What follows belongs to an exercise in optimizing a design on an open flow for small area; a production flow would make more cautious choices.
In this exercise RTL edits were held to simulation tests only and were not proved equivalent to the original.
Power is estimated from default activity; no workload was simulated.

==> design.v <==
`default_nettype none
package pcc_pkg;
  localparam int unsigned DataW = 16;
  localparam int unsigned IntegW = 24;
  localparam int unsigned CfgIdxW = 3;
endpackage
`default_nettype wire
`default_nettype none
module pid_controller_clamped_unit #(
  parameter int unsigned UPDATE_RATE_HZ = 30
) (
  input  wire                               clk_i,
  input  wire                               rst_ni,
  input  wire                               cfg_valid_i,
  output logic                              cfg_ready_o,
  input  wire  [pcc_pkg::CfgIdxW-1:0]       cfg_index_i,
  input  wire  [pcc_pkg::DataW-1:0]         cfg_data_i,
  input  wire                               in_valid_i,
  output logic                              in_ready_o,
  input  wire                               time_passed_i,
  input  wire  signed [pcc_pkg::DataW-1:0]  setpoint_i,
  input  wire  signed [pcc_pkg::DataW-1:0]  measured_i,
  output logic                              out_valid_o,
  input  wire                               out_ready_i,
  output logic signed [pcc_pkg::DataW-1:0]  drive_o
);
  localparam logic [2:0] PhIdle = 3'd0;
  localparam logic [2:0] Ph1    = 3'd1;
  localparam logic [2:0] Ph2    = 3'd2;
  localparam logic [2:0] Ph3    = 3'd3;
  localparam logic [2:0] Ph4    = 3'd4;
  logic signed [15:0] kp_q, ki_q, kd_q, mn_q, mx_q;
  logic        [4:0]  cv_q;     
  logic signed [15:0] prev_q;
  logic               sv_q;     
  logic               out_valid_q;
  logic        [15:0] drive_q;
  logic [2:0] ph_q, ph_d;
  logic [4:0] g_q;                       
  logic       rd_q;                       
  logic        br_e_q, br_d_q, br_30_q;   
  logic        e_q;                       
  logic [5:0]  dl_q;                      
  logic [16:0] acc_q;                     
  logic        pd_q;                      
  logic [3:0]  r_q;                       
  logic        br_q_q;                    
  logic        cy_q;                      
  logic        br_l_q, br_h_q;            
  logic        lt_q, gt_q, inv_q;         
  logic [23:0] ra_q, rb_q;                
  logic        p_q;                       
  logic        sgn_q;                     
  logic hold, first, jfirst, last;
  logic accept;
  assign cfg_ready_o = 1'b1;
  assign out_valid_o = out_valid_q;
  assign drive_o     = drive_q;
  assign hold        = !time_passed_i;
  always_ff @(posedge clk_i or negedge rst_ni) begin
    if (!rst_ni) begin
      cv_q <= '0;
    end else if (cfg_valid_i) begin
      case (cfg_index_i)
        3'd0: cv_q[0] <= 1'b1;
        3'd1: cv_q[1] <= 1'b1;
        3'd2: cv_q[2] <= 1'b1;
        3'd3: cv_q[3] <= 1'b1;
        3'd4: cv_q[4] <= 1'b1;
        default: ;
      endcase
    end
  end
  always_ff @(posedge clk_i) begin
    if (cfg_valid_i) begin
      case (cfg_index_i)
        3'd0: kp_q <= cfg_data_i;
        3'd1: ki_q <= cfg_data_i;
        3'd2: kd_q <= cfg_data_i;
        3'd3: mn_q <= {cfg_data_i[6:0], cfg_data_i[15:7]};
        3'd4: mx_q <= {cfg_data_i[6:0], cfg_data_i[15:7]};
        default: ;
      endcase
    end
  end
  always_comb begin
    ph_d = ph_q;
    last = 1'b0;
    unique case (ph_q)
      Ph1: if (rd_q && g_q == 5'd23) ph_d = Ph2;
      Ph2: if (rd_q && g_q == 5'd23) ph_d = Ph3;
      Ph3: if (rd_q && g_q == 5'd23) ph_d = Ph4;
      Ph4: if (rd_q && g_q == 5'd0) begin ph_d = PhIdle; last = 1'b1; end
      default: if (g_q == 5'd23) ph_d = hold ? Ph4 : Ph1;
    endcase
    if (!in_valid_i || (ph_q == PhIdle && out_valid_q)) begin
      ph_d = PhIdle;
    end
  end
  always_ff @(posedge clk_i or negedge rst_ni) begin
    if (!rst_ni) begin
      ph_q <= PhIdle;
      rd_q <= 1'b0;
      g_q  <= '0;
    end else begin
      ph_q <= ph_d;
      if (ph_q == PhIdle || ph_d == PhIdle) rd_q <= 1'b0;
      else if (g_q == 5'd23) rd_q <= !rd_q;
      g_q  <= (g_q == 5'd23) ? 5'd0 : g_q + 5'd1;
    end
  end
  logic n_mid, n_le24, n_gt24, n_ge9, n_24, n_28, n_le36, n_37;
  assign n_le24 = !rd_q || (g_q == 5'd0);              
  assign n_gt24 = !n_le24;                             
  assign n_ge9  = rd_q || (g_q >= 5'd9);               
  assign n_mid  = !rd_q && (g_q >= 5'd9);              
  assign n_24   = rd_q && (g_q == 5'd0);
  assign n_28   = rd_q && (g_q == 5'd4);
  assign n_le36 = !rd_q || (g_q <= 5'd12);
  assign n_37   = rd_q && (g_q == 5'd13);
  assign in_ready_o = last;
  assign accept     = last && in_valid_i;
  assign first      = !rd_q && (g_q == 5'd0);
  assign jfirst     = !rd_q && (g_q == 5'd1);
  logic        pre0;
  logic [3:0]  ie;
  logic        sp_b, pv_b, prev_b;
  logic        e_b, dlt_b, d30_b;
  logic        a_b, b_b;
  assign pre0   = (g_q == 5'd23) && (rd_q || (ph_q == PhIdle));
  assign ie     = pre0 ? 4'd0 : (rd_q || (g_q >= 5'd15)) ? 4'd15 : 4'(g_q + 5'd1);
  assign sp_b   = setpoint_i[ie];
  assign pv_b   = measured_i[ie];
  assign prev_b = sv_q && prev_q[ie];
  logic br_e_in, br_d_in, br_30_in;
  assign br_e_in  = br_e_q  && !pre0;
  assign br_d_in  = br_d_q  && !pre0;
  assign br_30_in = br_30_q && !first;
  assign e_b   = sp_b ^ pv_b ^ br_e_in;
  assign dlt_b = pv_b ^ prev_b ^ br_d_in;
  assign a_b   = dl_q[1];
  assign b_b   = dl_q[5];
  assign d30_b = a_b ^ b_b ^ br_30_in;
  always_ff @(posedge clk_i) begin
    br_e_q  <= (!sp_b && pv_b) || (!(sp_b ^ pv_b) && br_e_in);
    br_d_q  <= (!pv_b && prev_b) || (!(pv_b ^ prev_b) && br_d_in);
    br_30_q <= (!a_b && b_b) || (!(a_b ^ b_b) && br_30_in);
    e_q     <= e_b;
    dl_q    <= {dl_q[4:0], dlt_b && (ph_d == Ph3)};
  end
  logic [15:0] k1, op_a, op_b;
  logic        k1v;
  logic [17:0] acc_in, sum;   
  logic        x_b;
  assign k1     = (ph_q == Ph3) ? kp_q : ki_q;
  assign k1v    = (ph_q == Ph3) ? cv_q[0] : cv_q[1];
  assign op_a   = (e_q && k1v) ? k1 : 16'd0;
  assign op_b   = (d30_b && cv_q[2] && (ph_q == Ph3)) ? kd_q : 16'd0;
  assign acc_in = first ? 18'd0 : {acc_q[16], acc_q};
  logic [17:0] ea, eb, cs_s;
  logic [16:0] cs_c;
  logic [16:0] rc;
  assign ea   = {{2{op_a[15]}}, op_a};
  assign eb   = {{2{op_b[15]}}, op_b};
  assign cs_s = acc_in ^ ea ^ eb;
  assign cs_c = (acc_in[16:0] & ea[16:0]) | (acc_in[16:0] & eb[16:0]) | (ea[16:0] & eb[16:0]);
  assign rc[0]  = 1'b0;
  assign sum[0] = cs_s[0];
  for (genvar i = 1; i < 18; i++) begin : g_rip
    assign sum[i] = cs_s[i] ^ cs_c[i-1] ^ rc[i-1];
    if (i < 17) begin : g_c
      assign rc[i] = (cs_s[i] & cs_c[i-1]) | (cs_s[i] & rc[i-1]) | (cs_c[i-1] & rc[i-1]);
    end
  end
  assign x_b    = sum[0];
  always_ff @(posedge clk_i) begin
    acc_q <= sum[17:1];
    pd_q  <= x_b;
  end
  logic        i_b, lo_b, hi_b;
  assign i_b  = sv_q && (n_gt24 ? sgn_q : (p_q ? rb_q[0] : ra_q[0]));
  logic [3:0] mi;
  logic       m_in, m_top;
  assign mi    = g_q[3:0];
  assign m_in  = n_mid;
  assign m_top = rd_q;                                 
  assign lo_b = cv_q[3] && ((m_in && mn_q[mi]) || (m_top && mn_q[8]));
  assign hi_b = cv_q[4] && ((m_in && mx_q[mi]) || (m_top && mx_q[8]));
  logic br_q_in, q_b, qa_b;
  assign br_q_in = br_q_q && !jfirst;
  assign q_b     = r_q[0] ^ x_b ^ br_q_in;
  assign qa_b    = r_q[0] ^ (ph_q == Ph2);    
  logic i2_b;
  always_comb begin
    if (n_gt24)      i2_b = sgn_q;
    else if (lt_q)  i2_b = inv_q ? hi_b : lo_b;
    else if (gt_q)  i2_b = hi_b;
    else            i2_b = p_q ? ra_q[0] : rb_q[0];
  end
  logic u_b, w_b, cy_in, v_b;
  assign u_b   = (ph_q == Ph3) ? pd_q : q_b;
  assign w_b   = (ph_q == Ph3) ? i2_b : i_b;
  assign cy_in = cy_q && !jfirst;
  assign v_b   = u_b ^ w_b ^ cy_in;
  logic c_b, br_l_in, br_h_in, l_b, h_b;
  assign c_b     = (ph_q == Ph1) ? lo_b : v_b;
  assign br_l_in = br_l_q && !jfirst;
  assign br_h_in = br_h_q && !jfirst;
  assign l_b     = c_b ^ lo_b ^ br_l_in;    
  assign h_b     = hi_b ^ c_b ^ br_h_in;    
  always_ff @(posedge clk_i) begin
    br_q_q <= (qa_b && x_b) || (qa_b && br_q_in) || (x_b && br_q_in);
    cy_q   <= (u_b && w_b) || ((u_b ^ w_b) && cy_in);
    br_l_q <= (!c_b && lo_b) || (!(c_b ^ lo_b) && br_l_in);
    br_h_q <= (!hi_b && c_b) || (!(hi_b ^ c_b) && br_h_in);
    unique case (ph_q)
      Ph1: begin
        if (first || (n_37 && r_q == 4'd15)) r_q <= '0;
        else if (n_le36) r_q <= {q_b, r_q[3:1]};
        if (n_28) inv_q <= h_b;
      end
      Ph2: begin
        if (!first) r_q <= {q_b, r_q[3:1]};
        if (n_24) sgn_q <= i_b;
        if (n_28) begin
          lt_q <= l_b;
          gt_q <= h_b;
        end
      end
      Ph3: begin
        if (n_24) sgn_q <= i2_b;
        if (n_ge9 && n_le24) drive_q <= {v_b, drive_q[15:1]};
        if (n_37) begin
          lt_q <= l_b;
          gt_q <= h_b;
        end
      end
      Ph4: if (n_ge9) begin
        drive_q <= {hold ? 1'b0 : gt_q ? hi_b : lt_q ? lo_b : drive_q[0],
                    drive_q[15:1]};
      end
      default: ;
    endcase
  end
  logic w_en, wr_b, ra_in, rb_in;
  assign w_en  = !first && n_le24 && ((ph_q == Ph2) || (ph_q == Ph3));
  assign wr_b  = (ph_q == Ph3) ? i2_b : v_b;
  assign ra_in = (w_en &&  p_q) ? wr_b : ra_q[0];
  assign rb_in = (w_en && !p_q) ? wr_b : rb_q[0];
  always_ff @(posedge clk_i) begin
    ra_q <= {ra_in, ra_q[23:1]};
    rb_q <= {rb_in, rb_q[23:1]};
  end
  always_ff @(posedge clk_i or negedge rst_ni) begin
    if (!rst_ni) begin
      sv_q <= 1'b0;
    end else if (accept && !hold) begin
      sv_q <= 1'b1;
    end
  end
  always_ff @(posedge clk_i or negedge rst_ni) begin
    if (!rst_ni) begin
      p_q <= 1'b0;
    end else if (accept && !hold) begin
      p_q <= !p_q;
    end
  end
  always_ff @(posedge clk_i) begin
    if (accept && !hold) begin
      prev_q <= measured_i;
    end
  end
  always_ff @(posedge clk_i or negedge rst_ni) begin
    if (!rst_ni) begin
      out_valid_q <= 1'b0;
    end else if (accept) begin
      out_valid_q <= 1'b1;
    end else if (out_ready_i) begin
      out_valid_q <= 1'b0;
    end
  end
endmodule
`default_nettype wire
==> flow/run.sh <==
#!/bin/bash
# The standard layout with three changes:
#  - synthesis maps with an area-oriented ABC script (flow/abc_area.script in
#    place of ORFS's abc_speed.script; everything else in the scripts folder
#    is ORFS's own, copied unchanged);
#  - the port buffers are the smallest buffer cell;
#  - the clock tree is built from clkbuf_8 without dummy loads.
set -euo pipefail
here=$PWD
rm -rf "$here/scripts_area"
cp -r "$FLOW_HOME/scripts" "$here/scripts_area"
cp "$here/flow/abc_area.script" "$here/scripts_area/abc_speed.script"
export BUFFER_PORTS_ARGS="-buffer_cell sky130_fd_sc_hd__buf_1"
export CTS_ARGS="-sink_clustering_enable -repair_clock_nets -buf_list sky130_fd_sc_hd__clkbuf_8 -sink_clustering_size 16 -sink_clustering_max_diameter 60 -dont_use_dummy_load"
bash standard.sh "SCRIPTS_DIR=$here/scripts_area" finish > standard.log 2>&1
==> flow/abc_area.script <==
&get -n
&st
&dch -f
&nf -a
&st
&syn2
&dch -f
&nf -a
&put
==> standard.sh <==
#!/bin/bash
# synth_recipe.tcl (not shown) runs the flow's synth.tcl, then flattens the netlist and writes it again
# the make line also repeats each setting of config.mk as NAME=value (left out here)
make -C /OpenROAD-flow-scripts/flow DESIGN_CONFIG=/design/flow/config.mk WORK_HOME=/design/flow/orfs CLKGATE_MAP_FILE= SYNTH_SCRIPT=/design/flow/synth_recipe.tcl "${@:-finish}"
==> config.mk <==
export PLATFORM = sky130hd
export DESIGN_NAME = pid_controller_clamped_unit
export DESIGN_NICKNAME = pid_controller_clamped_unit
export VERILOG_FILES = /design/flow/design.v
export SDC_FILE = /design/flow/constraint.sdc
export NUM_CORES = 4
export LEC_CHECK = 0
export CAP_MARGIN = 20
export CORE_MARGIN = 2
export CORE_UTILIZATION = 75
export CTS_BUF_LIST = sky130_fd_sc_hd__clkbuf_8
export CTS_CLUSTER_DIAMETER = 60
export CTS_CLUSTER_SIZE = 16
export PLACE_DENSITY = 0.8
export SLEW_MARGIN = 20
==> constraint.sdc <==
create_clock -name core_clock -period 11.0 [get_ports {clk_i}]
set_input_delay 2.2000 -clock core_clock [delete_from_list [all_inputs] [get_ports {clk_i}]]
set_output_delay 2.2000 -clock core_clock [all_outputs]
set_load 0.01 [all_outputs]
==> results of run 1 <==
==> state kept, by name (all words and copies together) (netlist names), 3 cells and up <==
signal	flops
r_q	4
dl_q	6
rb_q	24
mx_q	16
kp_q	16
acc_q	17
ph_q	3
cv_q	5
g_q	5
ra_q	24
drive_q	16
prev_q	16
mn_q	16
ki_q	16
kd_q	16
==> logic make-up after synthesis <==
kind of cell / after synthesis
XOR/XNOR: 8
AND/OR/NAND/NOR: 191
AO/OA/AOI/OAI: 93
multiplexers: 11
adder cells (fa/ha/maj): 47
flip-flops: 217
buffers and inverters: 14
other: 1
==> path summary, 6_finish.rpt <==
kind	start	end	slack (ps)	cells past startpoint
max reg2reg	g_q[0]	acc_q[16]	600	28
max in group asynchronous	rst_ni	p_q	8990	1
min	ra_q[15]	ra_q[14]	330	0
min in group asynchronous	rst_ni	g_q[4]	1650	1
min reg2reg	ra_q[15]	ra_q[14]	330	0
max	g_q[0]	acc_q[16]	600	28
==> area by class of cell <==
type                       count  share of cell area [%]
clock buffer                  17                    2.55
inverter                      13                   0.532
multi-input combinational    351                    29.8
sequential                   217                    61.4
tap                          140                    1.91
timing repair buffer          82                    3.74
==> layout by cell type, fill, tap and decap left out, drive strengths merged, types with 12 or more instances in the layout <==
master  count
clkbuf     18
dfrtp      17
fa         38
o21ai      15
dfxtp      80
and2       24
nor2       22
nor2b      27
edfxtp    120
nand2      80
buf        81
clkinv     13
a221oi     12
a21oi      24
==> layer usage <==
layer  GRT usage (%)  part of all wire [%]  vias to the layer above  wire, microns
li1                -                     -                     2300              -
met1            36.3                    39                     2469           6400
met2            51.1                    52                      236           8440
met3            3.97                   6.0                       43            984
met5               0                     0                        -              0
met4            9.22                   3.4                        0            553
==> through the flow <==
step / cell area [sq um] / power, uW / hold slack (ps)
2_1_floorplan: 8420 / 959 / 310
3_5_place_dp: 8920 / 997 / 312
3_3_place_gp: 8910 / 989 / 313
4_1_cts: 9160 / 1350 / 334
5_1_grt: 9170 / 1390 / 335
6_report: 9170 / 1340 / 328
==> worst max-delay path, delay by kind of cell (launching register included) <==
kind,cells,cell delay (ps)
xor gates and xnor gates,2,330
buffers and inverters,2,440
DFF,1,820
and+or+nand+nor,4,1280
adders and majority gates,20,7420
==> power groups by stage <==
stage	combinational [uW]	sequential, uW	clock [uW]
floorplan	57.0	902	0
global placement	85.4	904	0
detailed placement	92.7	904	0
CTS	92.7	886	371
global route	104	889	394
finish	91.4	886	365
==> results.cfg, run 1 <==
[sta]
relSlewSlack_pct = 38.8
skew_ps = 34.6
hold_viol_final = 0
min_period_ps = 10400
rsz0062_at_grt = no
setup_viol = 0
timing.fmax_mhz = 96.2
fin_tns_setup_ps = 0
final.period_utilization_pct = 94.5
slew_viol_final = 0
layout_setup_ws_ps = 605
tightest_slew_ps = 919

[layout]
layout.nets = 785
area_growth_pct = 8.91
diodes = 0
final_cells = 820
regArea_sq_um = 5630
drive_gt1_share_pct = 5.15
multiInputGateArea_sq_um = 2730
fillerInstances = 525
fin_util_pct = 84.2

[floorplan]
core_sq_um = 10900
rows = 38
fp.dieH_microns = 110
ios = 76
dieArea_sq_um = 12100
die_x_microns = 110
start_util_pct = 77.3

[setup_path]
end_kind = register
crit_type = register to register
crit_required_ps = 11440
cp_slowest_cell = dfrtp_1
startpoint_type = register
crit_top_cell = fa_1
crit_fanout = 21
slowest_delay_ps = 820
worstPathArrival_ps = 10830

[synthesis]
async_flop_share_pct = 7.83
synth_top_family_by_area = simple AND/OR/NAND/NOR gates
synth_cell_types = 48
synth-simple-area-share_pct = 11.4
synth_area_sq_um = 8420
synth_top_area_share_pct = 42.8
yosysMostFrequentCell = edfxtp_1
synth_compound_area_share_pct = 7.29
synth_common_cells = 120 x edfxtp_1, 80 x dfxtp_1, 80 x nand2_1
synth_xor_area_share_pct = 0.833
syn_avg_cell_area_sq_um = 14.5
synth_area_leaders = edfxtp_1 43%, dfxtp_1 19%, fa_1 9.0%
yosysWarnings = 1
syn_nets = 685
post-synth-top-area-cell = edfxtp_1
synth_edf_count = 120
synthFlopType = edfxtp_1
synthAdderAreaFrac_pct = 10.3
synth_seq_area_share_pct = 66.9
synthMuxAreaShare_pct = 2.51
synth-seq-cells = 217
syn_inst = 582

[pwr]
power_density_nw_per_um2 = 146
p_clk_share_pct = 27.2
pwr-share-comb_pct = 6.8
power_leakage_uw = 0.00332
switching_power_uw = 287
ir_drop_v = 0.000141
swShare_pct = 21.4
seq_power_share_pct = 66.0
internal_power_uw = 1060

[drt]
vias = 5048
drt_iter0_drc = 385
drcViolationCount = 0
dr.pass1.iters = 5
routedWlPerCell_microns = 20.0
vias_per_cell = 6.16
routed_wl_mm = 16.4
final_antenna_net_count = 0

[job]
timing.max_cap.violations = 0

[placement]
dp_cells = 803
routabilityCongestion = 0.912
port_buffers = 74
place_ws_ps = 536
hpwl_mm = 11.8

[clocking]
clockBufferDepth = 3
postCtsSetupBuffers = 0
cts-resized-gates = 0
numCtsBuffers = 17
clkTransAtPathRegs_ps = 90
clock-root-buffer = clkbuf_8
h-tree-depth = 1
clock-sinks = 217
postCtsHoldBufs = 0
insertion_delay_ps = 500
cts_tree = yes

[hold_path]
min_path_type = register to register

[grt]
antenna_found_initial = 0
grt_pass1_wl_mm = 25.6
grt_pass1_vias = 5118
grtUsageTotal_pct = 28.6
grt_start_max_net_pins = 25
overflow = 0

[outcome]
outcome = no timing/DRC/antenna violations
==> inputs of run 2 (changes only) <==
--- a/config.mk
+++ b/config.mk
@@ -7,9 +7,8 @@
 export LEC_CHECK = 0
 export CAP_MARGIN = 20
 export CORE_MARGIN = 2
-export CORE_UTILIZATION = 75
+export CORE_UTILIZATION = 60
 export CTS_BUF_LIST = sky130_fd_sc_hd__clkbuf_8
 export CTS_CLUSTER_DIAMETER = 60
 export CTS_CLUSTER_SIZE = 16
-export PLACE_DENSITY = 0.8
 export SLEW_MARGIN = 20
==> run 2 against run 1 <==
  * Non-clock buffer count increased by 2
  * Largest cell class unchanged
  * Largest power group unchanged
  * Combinational power down 2.4%
  * Register-to-register slack improved by 570 ps
  * Sequential power barely moved
  * Worst setup slack improved by 570 ps
  * Sequential cell count stayed put
  * Fmax grew 5.8%
  * Sequential share of layout area decreased by 0.42 points
  * Synthesized cell count stayed put
==> results.cfg, run 2 <==
[synthesis]
synth_area_leaders = edfxtp_1 43%, dfxtp_1 19%, fa_1 9.0%
synth_area_sq_um = 8420
syn_avg_cell_area_sq_um = 14.5
synth_edf_count = 120
async_flop_share_pct = 7.83
yosysWarnings = 1
synth_top_area_share_pct = 42.8
yosysMostFrequentCell = edfxtp_1
syn_nets = 685
synth_seq_area_share_pct = 66.9
syn_inst = 582
synthFlopType = edfxtp_1
synth_common_cells = 120 x edfxtp_1, 80 x dfxtp_1, 80 x nand2_1
synth_cell_types = 48
synth-seq-cells = 217
post-synth-top-area-cell = edfxtp_1

[setup_path]
crit_buf_inv = 3
worstPathArrival_ps = 10230
startpoint_type = register
crit_top_cell = fa_1
crit_required_ps = 11400
cp_top_family = adder cells
slowest_delay_ps = 790
crit_fanout = 21
crit_type = register to register
cp_slowest_cell = dfrtp_1
end_kind = register

[hold_path]
min_path_type = register to register

[layout]
drive_gt1_share_pct = 5.28
final_cells = 862
layout.nets = 787
final_common_cell = edfxtp_1
diodes = 0
fillerInstances = 1027
mostFrequentLayoutCells = 120 x edfxtp_1, 80 x nand2_1, 80 x dfxtp_1, 74 x buf_1, 38 x fa_1
fin_util_pct = 67.0
area_growth_pct = 9.66
reg_top3 = ra_q: 24 flops, rb_q: 24 flops, acc_q: 17 flops

[clocking]
cts-resized-gates = 0
clock-root-buffer = clkbuf_8
insertion_delay_ps = 520
numCtsBuffers = 17
clkTransAtPathRegs_ps = 100
cts_tree = yes
clock-sinks = 217
postCtsSetupBuffers = 0
h-tree-depth = 1
postCtsHoldBufs = 0
clockBufferDepth = 3

[floorplan]
fp.dieH_microns = 122
rows = 43
start_util_pct = 61.1
dieArea_sq_um = 15000
ios = 76
core_sq_um = 13800
die_x_microns = 122

[sta]
hold_viol_final = 0
slew_viol_final = 0
setup_viol = 0
rsz0062_at_grt = no
holdWs_ps = 331
skew_ps = 63.2
min_period_ps = 9830
relSlewSlack_pct = 37.8
timing.fmax_mhz = 102
final.period_utilization_pct = 89.4
fin_tns_setup_ps = 0
layout_setup_ws_ps = 1170
tightest_slew_ps = 933

[drt]
dr.pass1.iters = 5
vias_per_cell = 5.63
routed_wl_mm = 15.8
final_antenna_net_count = 0
drcViolationCount = 0
drt_iter0_drc = 276
vias = 4854
routedWlPerCell_microns = 18.3

[pwr]
power_leakage_uw = 0.00333
power_density_nw_per_um2 = 145
ir_drop_v = 0.000104

[grt]
grt_pass1_vias = 4953
antenna_found_initial = 0
grtUsageTotal_pct = 22.4
overflow = 0
grt_pass1_wl_mm = 25.6
grt_start_max_net_pins = 25

[placement]
routabilityCongestion = 0.849
hpwl_mm = 11.4
place_ws_ps = 1110
port_buffers = 74
dp_cells = 844

[outcome]
outcome = no timing/DRC/antenna violations

[job]
timing.max_cap.violations = 0
run 2: layer usage:
metal  vias to the layer above  track usage, %  routed length, microns
met5                         -               0                       0
met4                         0            5.10                     304
met3                        23            3.35                     736
met2                       135            40.3                    8200
met1                      2397            29.0                    6570
li1                       2299               -                       -
run 2: area by class of cell:
| type | instances | area, sq um | area share, % |
|---|---|---|---|
| Clock buffer | 17 | 234 | 2.54 |
| Tap cell | 180 | 225 | 2.44 |
| Inverter | 13 | 48.8 | 0.529 |
| Sequential cell | 217 | 5630 | 61.0 |
| Multi-Input combinational cell | 351 | 2730 | 29.6 |
| Timing Repair Buffer | 84 | 357 | 3.86 |
run 2: stage by stage:
step                total power [uW]  instance area, sq um
global route                    1390                  9230
floorplan                        959                  8420
global placement                 991                  8980
CTS                             1350                  9210
detailed placement               995                  8980
finish                          1340                  9230
run 2: logic make-up after synthesis:
kind of cell / after synthesis / share of synthesized area [%]
flip-flops: 217 / 66.9
AND/OR/NAND/NOR: 191 / 11.4
AO/OA/AOI/OAI: 93 / 7.29
adder cells (fa/ha/maj): 47 / 10.3
buffers and inverters: 14 / 0.669
multiplexers: 11 / 2.51
XOR/XNOR: 8 / 0.833
other: 1 / 0.0446
run 2: worst paths after layout:
path	end	from	slack [ps]	cells past startpoint
min reg2reg	dl_q[4]	dl_q[3]	330	0
min	dl_q[4]	dl_q[3]	330	0
max reg2reg	acc_q[16]	g_q[0]	1170	29
min in group asynchronous	sv_q	rst_ni	1520	1
max in group asynchronous	g_q[0]	rst_ni	8990	2
max	acc_q[16]	g_q[0]	1170	29
run 2: report_power, final:
| part | internal, uW | leakage, uW | total, uW | switching, uW |
|---|---|---|---|---|
| clock network | 140 | 0.000122 | 367 | 227 |
| logic | 36.4 | 0.00127 | 89.2 | 52.8 |
| registers | 879 | 0.00194 | 886 | 6.90 |
| total | 1050 | 0.00333 | 1340 | 287 |
==> inputs of run 3 (changes only) <==
--- a/flow/run.sh
+++ b/flow/run.sh
@@ -11,5 +11,5 @@
 cp -r "$FLOW_HOME/scripts" "$here/scripts_area"
 cp "$here/flow/abc_area.script" "$here/scripts_area/abc_speed.script"
 export BUFFER_PORTS_ARGS="-buffer_cell sky130_fd_sc_hd__buf_1"
-export CTS_ARGS="-sink_clustering_enable -repair_clock_nets -buf_list sky130_fd_sc_hd__clkbuf_8 -sink_clustering_size 16 -sink_clustering_max_diameter 60 -dont_use_dummy_load"
+export CTS_ARGS="-sink_clustering_enable -repair_clock_nets -buf_list sky130_fd_sc_hd__clkbuf_8 -sink_clustering_size 18 -sink_clustering_max_diameter 60 -dont_use_dummy_load"
 bash standard.sh "SCRIPTS_DIR=$here/scripts_area" finish > standard.log 2>&1
--- a/config.mk
+++ b/config.mk
@@ -10,5 +10,5 @@
 export CORE_UTILIZATION = 60
 export CTS_BUF_LIST = sky130_fd_sc_hd__clkbuf_8
 export CTS_CLUSTER_DIAMETER = 60
-export CTS_CLUSTER_SIZE = 16
+export CTS_CLUSTER_SIZE = 18
 export SLEW_MARGIN = 20
==> run 3 against run 2 <==
  * Largest cell class unchanged
  * Fmax fell by 0.14%
  * Clock power fell by 3%
  * Routed wire length barely moved
  * Highest routed layer unchanged
  * Combinational power barely moved
  * Clock-buffer cell count fell by 1
  * Synthesized cell count did not move
  * Sequential power barely moved
  * Utilization fell by 0.10 points
==> results.cfg, run 3 <==
[synthesis]
synth_top_area_share_pct = 42.8
yosysWarnings = 1
yosysMostFrequentCell = edfxtp_1
synthFlopType = edfxtp_1
syn_nets = 685
post-synth-top-area-cell = edfxtp_1
async_flop_share_pct = 7.83
synth-seq-cells = 217
synth_seq_area_share_pct = 66.9
syn_inst = 582
syn_avg_cell_area_sq_um = 14.5
synth_area_sq_um = 8420
synth_area_leaders = edfxtp_1 43%, dfxtp_1 19%, fa_1 9.0%
synth_common_cells = 120 x edfxtp_1, 80 x dfxtp_1, 80 x nand2_1
synth_cell_types = 48
synth_edf_count = 120

[drt]
vias_per_cell = 5.64
drt_iter0_drc = 275
drcViolationCount = 0
dr.pass1.iters = 5
routedWlPerCell_microns = 18.4
final_antenna_net_count = 0
routed_wl_mm = 15.8
vias = 4855

[layout]
layout.nets = 786
diodes = 0
regArea_sq_um = 5630
final_cells = 861
reg_top3 = ra_q: 24 flops, rb_q: 24 flops, acc_q: 17 flops
mostFrequentLayoutCells = 120 x edfxtp_1, 80 x nand2_1, 80 x dfxtp_1, 74 x buf_1, 38 x fa_1
final_common_cell = edfxtp_1
fillerInstances = 1021
multiInputGateArea_sq_um = 2730
drive_gt1_share_pct = 5.14
area_growth_pct = 9.50

[job]
timing.max_cap.violations = 0

[sta]
timing.fmax_mhz = 102
rsz0062_at_grt = no
hold_viol_final = 0
setup_viol = 0
fin_tns_setup_ps = 0
final.period_utilization_pct = 89.5
relSlewSlack_pct = 37.5
skew_ps = 31.1
min_period_ps = 9840
slew_viol_final = 0
tightest_slew_ps = 938

[hold_path]
min_path_type = register to register
hold_end = ra_q[22]
min-delay-start = ra_q[23]
hold_path_depth = 0

[setup_path]
rr_worst_depth = 29
reg2reg_slack_ps = 1160
r2r-start = g_q[0]
r2r_end = acc_q[16]
slowest_delay_ps = 800
crit_required_ps = 11420
crit_fanout = 21
crit_type = register to register
crit_top_cell = fa_1
cp_top_family = adder cells
crit_buf_inv = 3
cp_slowest_cell = dfrtp_1
startpoint = g_q[0]
worstPathArrival_ps = 10260
end_kind = register
startpoint_type = register

[clocking]
numCtsBuffers = 16
h-tree-depth = 1
clkTransAtPathRegs_ps = 110
postCtsSetupBuffers = 0
postCtsHoldBufs = 0
cts_tree = yes
insertion_delay_ps = 500
clock-sinks = 217
clock-root-buffer = clkbuf_8
clockBufferDepth = 3
cts-resized-gates = 0

[floorplan]
dieArea_sq_um = 15000
start_util_pct = 61.1
core_sq_um = 13800
die_x_microns = 122
rows = 43
fp.dieH_microns = 122
ios = 76

[grt]
overflow = 0
grt_pass1_vias = 4957
grt_start_max_net_pins = 25
antenna_found_initial = 0
grtUsageTotal_pct = 22.4
grt_pass1_wl_mm = 25.5

[placement]
hpwl_mm = 11.4
port_buffers = 74
routabilityCongestion = 0.849
dp_cells = 844

[pwr]
swShare_pct = 21.3
switching_power_uw = 284
power_leakage_uw = 0.00332
pwr-share-comb_pct = 6.7
internal_power_uw = 1050
p_clk_share_pct = 26.7
power_density_nw_per_um2 = 144
ir_drop_v = 0.000105
seq_power_share_pct = 66.6

[outcome]
outcome = no timing/DRC/antenna violations
-- run 3: cells by family after synthesis --
logic type | count (synthesis) | share of synthesized area, %
xor gates and xnor gates | 8 | 0.833
DFF | 217 | 66.9
other | 1 | 0.0446
adders and majority gates | 47 | 10.3
and+or+nand+nor | 191 | 11.4
buffers and inverters | 14 | 0.669
AOI/OAI and AO/OA | 93 | 7.29
muxes | 11 | 2.51
-- run 3: worst max path at each step --
stage	end	slack [ps]	depth (start not counted)
after floorplan	acc_q[16]	1400	27
after global routing	acc_q[16]	530	29
after detailed placement	acc_q[16]	1110	29
after global placement	acc_q[16]	1290	29
after CTS	acc_q[16]	1080	29
final	acc_q[16]	1160	29
-- run 3: final cells by class --
cell class	instances	share of cell area, %
clock buffers	16	2.39
flip-flops and latches	217	61.1
well taps	180	2.44
multi-input cells	351	29.7
repair buffers	84	3.87
inverters	13	0.530
-- run 3: metrics by stage --
stage / cell area (sq um) / util, % / hold WS, ps / power (uW) / setup slack, ps
after global placement: 8980 / 65.2 / 313 / 991 / 1290
final: 9220 / 66.9 / 325 / 1330 / 1160
after detailed placement: 8980 / 65.2 / 312 / 995 / 1110
after CTS: 9200 / 66.8 / 335 / 1350 / 1080
after floorplan: 8420 / - / 310 / 959 / 1400
after global routing: 9220 / 66.9 / 339 / 1380 / 531
-- run 3: metal layers --
layer,vias up,track usage (%),wire length [microns]
li1,2295,-,-
met1,2396,28.9,6450
met2,140,40.2,8270
met3,24,2.79,742
met4,0,5.89,339
met5,-,0,0
-- run 3: power by group through the flow --
stage	logic (uW)	clock network, uW	registers (uW)
global route	103	393	888
global placement	87.0	0	904
CTS	91.1	370	886
finish	89.3	355	886
floorplan	57.0	0	902
detailed placement	90.9	0	904
==> inputs of run 4 (changes only) <==
==> flow/abc_area.script (replaced) <==
&get -n
&st
&deepsyn -T 60
&dch -f
&nf -a
&put
==> run 4 against run 3 <==
  * First-iteration DRC count is 32% higher
  * Clock-buffer cell count stayed put
  * Register-to-register slack worse by 110 ps
  * Global-route usage is 0.77 points lower
  * Sequential power is about 10% higher
  * Worst hold slack hardly changed
  * Clock power is 1% higher
  * Critical endpoint unchanged
==> results.cfg, run 4 <==
[floorplan]
core_sq_um = 13300
ios = 76
start_util_pct = 61.9
fp.dieH_microns = 121
dieArea_sq_um = 14700
die_x_microns = 121
rows = 42

[synthesis]
synth_top_area_share_pct = 43.6
syn_inst = 561
synth-seq-cells = 217
synth_cell_types = 52
async_flop_share_pct = 7.83
post-synth-top-area-cell = edfxtp_1
synth_common_cells = 120 x edfxtp_1, 80 x dfxtp_1, 38 x fa_1
syn_avg_cell_area_sq_um = 14.7
syn_nets = 664
yosysWarnings = 1
synth_seq_area_share_pct = 68.1
synth_area_sq_um = 8260
yosysMostFrequentCell = edfxtp_1
synthFlopType = edfxtp_1
synth_area_leaders = edfxtp_1 44%, dfxtp_1 19%, fa_1 9.2%
synth_edf_count = 120

[hold_path]
hold_path_depth = 0
min-delay-start = ra_q[15]
min_path_type = register to register
hold_end = ra_q[14]

[sta]
timing.fmax_mhz = 100
hold_viol_final = 0
tightest_slew_ps = 944
rsz0062_at_grt = no
layout_setup_ws_ps = 1050
setup_viol = 0
min_period_ps = 9950
relSlewSlack_pct = 36.6
final.period_utilization_pct = 90.5
slew_viol_final = 0
fin_tns_setup_ps = 0
skew_ps = 44.1

[drt]
vias_per_cell = 5.71
routedWlPerCell_microns = 18.4
vias = 4759
drt_iter0_drc = 363
final_antenna_net_count = 0
drcViolationCount = 0
dr.pass1.iters = 5
routed_wl_mm = 15.3

[layout]
area_growth_pct = 9.43
diodes = 0
mostFrequentLayoutCells = 120 x edfxtp_1, 80 x dfxtp_1, 73 x buf_1, 38 x fa_1, 36 x nor2_1
drive_gt1_share_pct = 4.11
fillerInstances = 961
layout.nets = 762
reg_top3 = ra_q: 24 flops, rb_q: 24 flops, acc_q: 17 flops
final_cells = 833
final_common_cell = edfxtp_1
fin_util_pct = 67.8

[setup_path]
crit_fanout = 21
crit_top_cell = fa_1
slowest_delay_ps = 710
crit_required_ps = 11390
worstPathArrival_ps = 10340
r2r_end = acc_q[16]
rr_worst_depth = 28
r2r-start = g_q[0]
startpoint_type = register
reg2reg_slack_ps = 1050
cp_slowest_cell = ha_1
crit_type = register to register
end_kind = register

[pwr]
ir_drop_v = 0.000102
internal_power_uw = 1200
seq_power_share_pct = 61.3
pwr-share-comb_pct = 16.2
switching_power_uw = 398
finalPower_uw = 1600
swShare_pct = 24.9
p_clk_share_pct = 22.5
power_leakage_uw = 0.00328
power_density_nw_per_um2 = 177

[job]
timing.max_cap.violations = 0

[placement]
port_buffers = 74
routabilityCongestion = 0.855
place_ws_ps = 921
dp_cells = 817
hpwl_mm = 11.0

[outcome]
outcome = no timing/DRC/antenna violations

[clocking]
insertion_delay_ps = 510
postCtsSetupBuffers = 0
clock-root-buffer = clkbuf_8
postCtsHoldBufs = 0
clkTransAtPathRegs_ps = 110
clockBufferDepth = 3
clock-sinks = 217
cts_tree = yes
cts-resized-gates = 0
numCtsBuffers = 16
h-tree-depth = 1

[grt]
grtUsageTotal_pct = 21.6
grt_pass1_wl_mm = 24.5
overflow = 0
grt_start_max_net_pins = 22
antenna_found_initial = 0
grt_pass1_vias = 4726
run 4: changes by cell type after synthesis, sizes merged, moves of 5 or more:
cell,before,now
a22o,1,16
nor2,22,36
a221o,0,6
a311oi,7,0
and2,24,29
a221oi,12,3
mux4,8,0
nand3,2,13
clkinv,13,21
a21oi,24,15
nand2,80,26
a222oi,0,7
run 4: worst max path at each step:
stage           endpoint    from  depth (start not counted)
2_1_floorplan  acc_q[16]  g_q[0]                         27
3_3_place_gp   acc_q[16]  g_q[0]                         28
3_5_place_dp   acc_q[16]  g_q[0]                         28
4_1_cts        acc_q[16]  g_q[0]                         28
5_1_grt        acc_q[16]  g_q[0]                         28
6_report       acc_q[16]  g_q[0]                         28
run 4: logic make-up (layout without fill, tap and decap cells):
kind of cell | count (synthesis) | in the layout | synth area share (%)
compound gates | 98 | 98 | 8.72
buf+inv | 22 | 118 | 1.04
flops | 217 | 217 | 68.1
fa+ha+maj | 46 | 46 | 10.4
mux | 1 | 1 | 0.136
other cells | 1 | 1 | 0.0454
xor+xnor | 6 | 6 | 0.636
simple gates | 170 | 170 | 10.9
run 4: per-stage QoR:
step,area (sq um),hold WS (ps)
2_1_floorplan,8260,310
3_3_place_gp,8820,309
3_5_place_dp,8820,312
4_1_cts,9040,325
5_1_grt,9040,337
6_report,9040,325
run 4: power groups by stage:
| stage | Clock [uW] | Combinational (uW) | Sequential [uW] |
|---|---|---|---|
| after floorplan | 0 | 191 | 985 |
| after global placement | 0 | 241 | 996 |
| after detailed placement | 0 | 267 | 996 |
| after CTS | 371 | 267 | 980 |
| after global routing | 400 | 302 | 987 |
| final | 359 | 259 | 978 |
run 4: layer usage:
| layer | share of wire (%) | GRT usage, % | wire, microns | vias up |
|---|---|---|---|---|
| met1 | 45 | 31.4 | 6810 | 2322 |
| met2 | 47 | 34.8 | 7180 | 176 |
| li1 | - | - | - | 2239 |
| met4 | 2.1 | 5.46 | 319 | 0 |
| met3 | 6.4 | 3.29 | 983 | 22 |
| met5 | 0 | 0 | 0 | - |
run 4: final cells by class:
type	count	area [sq um]	share of cell area, %
repair buffers	81	332	3.67
well taps	176	220	2.43
inverters	21	78.8	0.872
multi-input cells	322	2560	28.3
flip-flops and latches	217	5630	62.3
clock buffers	16	220	2.43
run 4: worst max-delay path, delay by kind of cell (launching register included):
family / cells / cell delay [ps]
xor+xnor: 1 / 130
fa+ha+maj: 20 / 7850
buf+inv: 2 / 350
flops: 1 / 520
simple gates: 5 / 1010
==> inputs of run 5 (changes only) <==
==> flow/abc_area.script (replaced) <==
&get -n
&st
&deepsyn -T 180
&dch -f
&nf -a
&put
==> run 5 against run 4 <==
  * Register-to-register slack about the same
  * Largest cell class unchanged
  * Still clean
  * Utilization unchanged
  * Fmax about the same
  * Power down 17%
  * Critical path type unchanged
  * Routed wire length down 3.7%
  * Design area unchanged
  * Highest routed layer unchanged
  * Via count down 1.6%
  * Clock skew up 0.56 ps
  * Sequential share of layout area unchanged
  * Clock-buffer cell count unchanged
==> results.cfg, run 5 <==
[outcome]
outcome = no timing/DRC/antenna violations

[synthesis]
syn_avg_cell_area_sq_um = 14.9
yosysWarnings = 1
synth_area_leaders = edfxtp_1 44%, dfxtp_1 19%, fa_1 9.2%
post-synth-top-area-cell = edfxtp_1
synth_cell_types = 47
syn_inst = 553
synth-seq-cells = 217
synth_seq_area_share_pct = 68.3
synth_area_sq_um = 8240
yosysMostFrequentCell = edfxtp_1
synthFlopType = edfxtp_1
synth_top_area_share_pct = 43.7
synth_common_cells = 120 x edfxtp_1, 80 x dfxtp_1, 38 x fa_1
syn_nets = 656
synth_edf_count = 120
async_flop_share_pct = 7.83

[sta]
setup_viol = 0
final.period_utilization_pct = 90.5
hold_viol_final = 0
tightest_slew_ps = 977
relSlewSlack_pct = 34.7
fin_tns_setup_ps = 0
skew_ps = 44.6
min_period_ps = 9960
slew_viol_final = 0
rsz0062_at_grt = no
timing.fmax_mhz = 100

[layout]
drive_gt1_share_pct = 4.31
area_growth_pct = 9.70
layout.nets = 755
fin_util_pct = 67.8
reg_top3 = ra_q: 24 flops, rb_q: 24 flops, acc_q: 17 flops
mostFrequentLayoutCells = 120 x edfxtp_1, 80 x dfxtp_1, 74 x buf_1, 38 x fa_1, 30 x nor2_1
diodes = 0
final_common_cell = edfxtp_1

[drt]
vias_per_cell = 5.67
routedWlPerCell_microns = 17.8
drcViolationCount = 0
routed_wl_mm = 14.7
dr.pass1.iters = 5
vias = 4681
drt_iter0_drc = 370
final_antenna_net_count = 0

[floorplan]
ios = 76
dieArea_sq_um = 14700
fp.dieH_microns = 121
rows = 42
die_x_microns = 121
core_sq_um = 13300
start_util_pct = 61.8

[grt]
grt_pass1_vias = 4593
grt_pass1_wl_mm = 23.7
overflow = 0
grt_start_max_net_pins = 22
grtUsageTotal_pct = 20.7
antenna_found_initial = 0

[placement]
hpwl_mm = 10.5
port_buffers = 74
routabilityCongestion = 0.842

[clocking]
postCtsSetupBuffers = 0
cts_tree = yes
cts-resized-gates = 0
insertion_delay_ps = 510
clkTransAtPathRegs_ps = 100
clock-sinks = 217
clock-root-buffer = clkbuf_8
postCtsHoldBufs = 0
h-tree-depth = 1
clockBufferDepth = 3
numCtsBuffers = 16

[setup_path]
slowest_delay_ps = 770
end_kind = register
worstPathArrival_ps = 10320
crit_fanout = 21
startpoint_type = register
crit_top_cell = fa_1
crit_type = register to register
reg2reg_slack_ps = 1040
cp_slowest_cell = ha_1
crit_required_ps = 11370

[pwr]
power_leakage_uw = 0.00326
ir_drop_v = 0.000118
power_density_nw_per_um2 = 147

[hold_path]
min_path_type = register to register

[job]
timing.max_cap.violations = 0
## run 5: cell count changes in the layout (fill, tap and decap cells not counted), moves of 4 or more
| cell | delta |
|---|---|
| nor2_1 | -6 |
| a222oi_1 | +4 |
| a21oi_1 | +5 |
| clkinv_1 | -6 |
| o21ai_0 | -4 |
| a221o_1 | -4 |
## run 5: layout make-up
type	instances	area, sq um
inverter	15	56.3
multi-input combinational	320	2570
tap	176	220
timing repair buffer	82	345
fill	984	4300
sequential	217	5630
clock buffer	16	220
## run 5: power breakdown
group          switching, uW  internal [uW]  leakage [uW]  total [uW]
sequential              6.66            878       0.00195         885
combinational           48.0           35.7       0.00120        83.7
clock                    226            132      0.000115         358
total                    281           1050       0.00326        1330
## run 5: path summary, 6_finish.rpt
| path | from | to | cells after the start |
|---|---|---|---|
| worst max-delay path | g_q[0] | acc_q[16] | 28 |
| worst min-delay path | ra_q[7] | ra_q[6] | 0 |
| worst max register to register | g_q[0] | acc_q[16] | 28 |
| worst min register to register | ra_q[7] | ra_q[6] | 0 |
| max in group asynchronous | rst_ni | g_q[2] | 2 |
| min in group asynchronous | rst_ni | cv_q[0] | 1 |
## run 5: metrics by stage
| step | hold WS, ps | instance area, sq um | worst slack [ps] | total power, uW | std cells |
|---|---|---|---|---|---|
| 2_1_floorplan | 310 | 8240 | 1360 | 955 | 553 |
| 3_3_place_gp | 310 | 8810 | 1270 | 982 | 809 |
| 3_5_place_dp | 312 | 8810 | 942 | 988 | 809 |
| 4_1_cts | 333 | 9030 | 916 | 1340 | 825 |
| 5_1_grt | 341 | 9040 | 505 | 1380 | 826 |
| 6_report | 333 | 9040 | 1040 | 1330 | 826 |
## run 5: logic make-up after synthesis
| logic type | count (synthesis) | synth area share, % |
|---|---|---|
| compound gates | 99 | 8.86 |
| xor+xnor | 7 | 0.744 |
| fa+ha+maj | 47 | 10.6 |
| buf+inv | 16 | 0.774 |
| flops | 217 | 68.3 |
| mux | 2 | 0.243 |
| other cells | 1 | 0.0455 |
| simple gates | 164 | 10.5 |
## run 5: layer usage
layer / up-vias / GRT usage [%] / part of all wire [%]
met5: - / 0 / 0
met2: 139 / 34.1 / 48
met4: 0 / 4.67 / 1.9
met1: 2307 / 29.8 / 45
li1: 2217 / - / -
met3: 18 / 3.05 / 5.0
## run 5: critical path, delay by kind of cell (launching register included)
kind          cells  cell delay [ps]
fa+ha+maj        20             7860
buf+inv           2              320
simple gates      5              990
flops             1              520
xor+xnor          1              130

-- separate check: timing with driven ports --
How much do the figures lean on ideal ports? The routed layouts below were timed once more, with nothing changed but the port constraints. Step 1, drivers: a clkbuf_16 drives clk_i and a buf_2 each remaining input, both assumed. Step 2 times the ports against the registers' clock, not the clock port: input delays grow and output delays shrink by t, the midpoint of the rising clock arrivals with the driver on. a / b / c = ideal / step 1 / step 2; a / b = the first two.
run | shift t [ns] | setup slack, ns | hold WS [ns] | cell pins on the clock port's net
run 1 | 0.524 | 0.605 / 0.605 / 0.605 | 0.328 / 0.328 / 0.328 | 1
run 2 | 0.525 | 1.171 / 1.171 / 1.171 | 0.331 / 0.331 / 0.331 | 1
run 3 | 0.519 | 1.157 / 1.157 / 1.157 | 0.325 / 0.325 / 0.325 | 1
run 4 | 0.532 | 1.049 / 1.049 / 1.049 | 0.325 / 0.325 / 0.325 | 1
run 5 | 0.524 | 1.044 / 1.044 / 1.044 | 0.333 / 0.333 / 0.333 | 1
After both steps setup and hold are still met in every run listed.
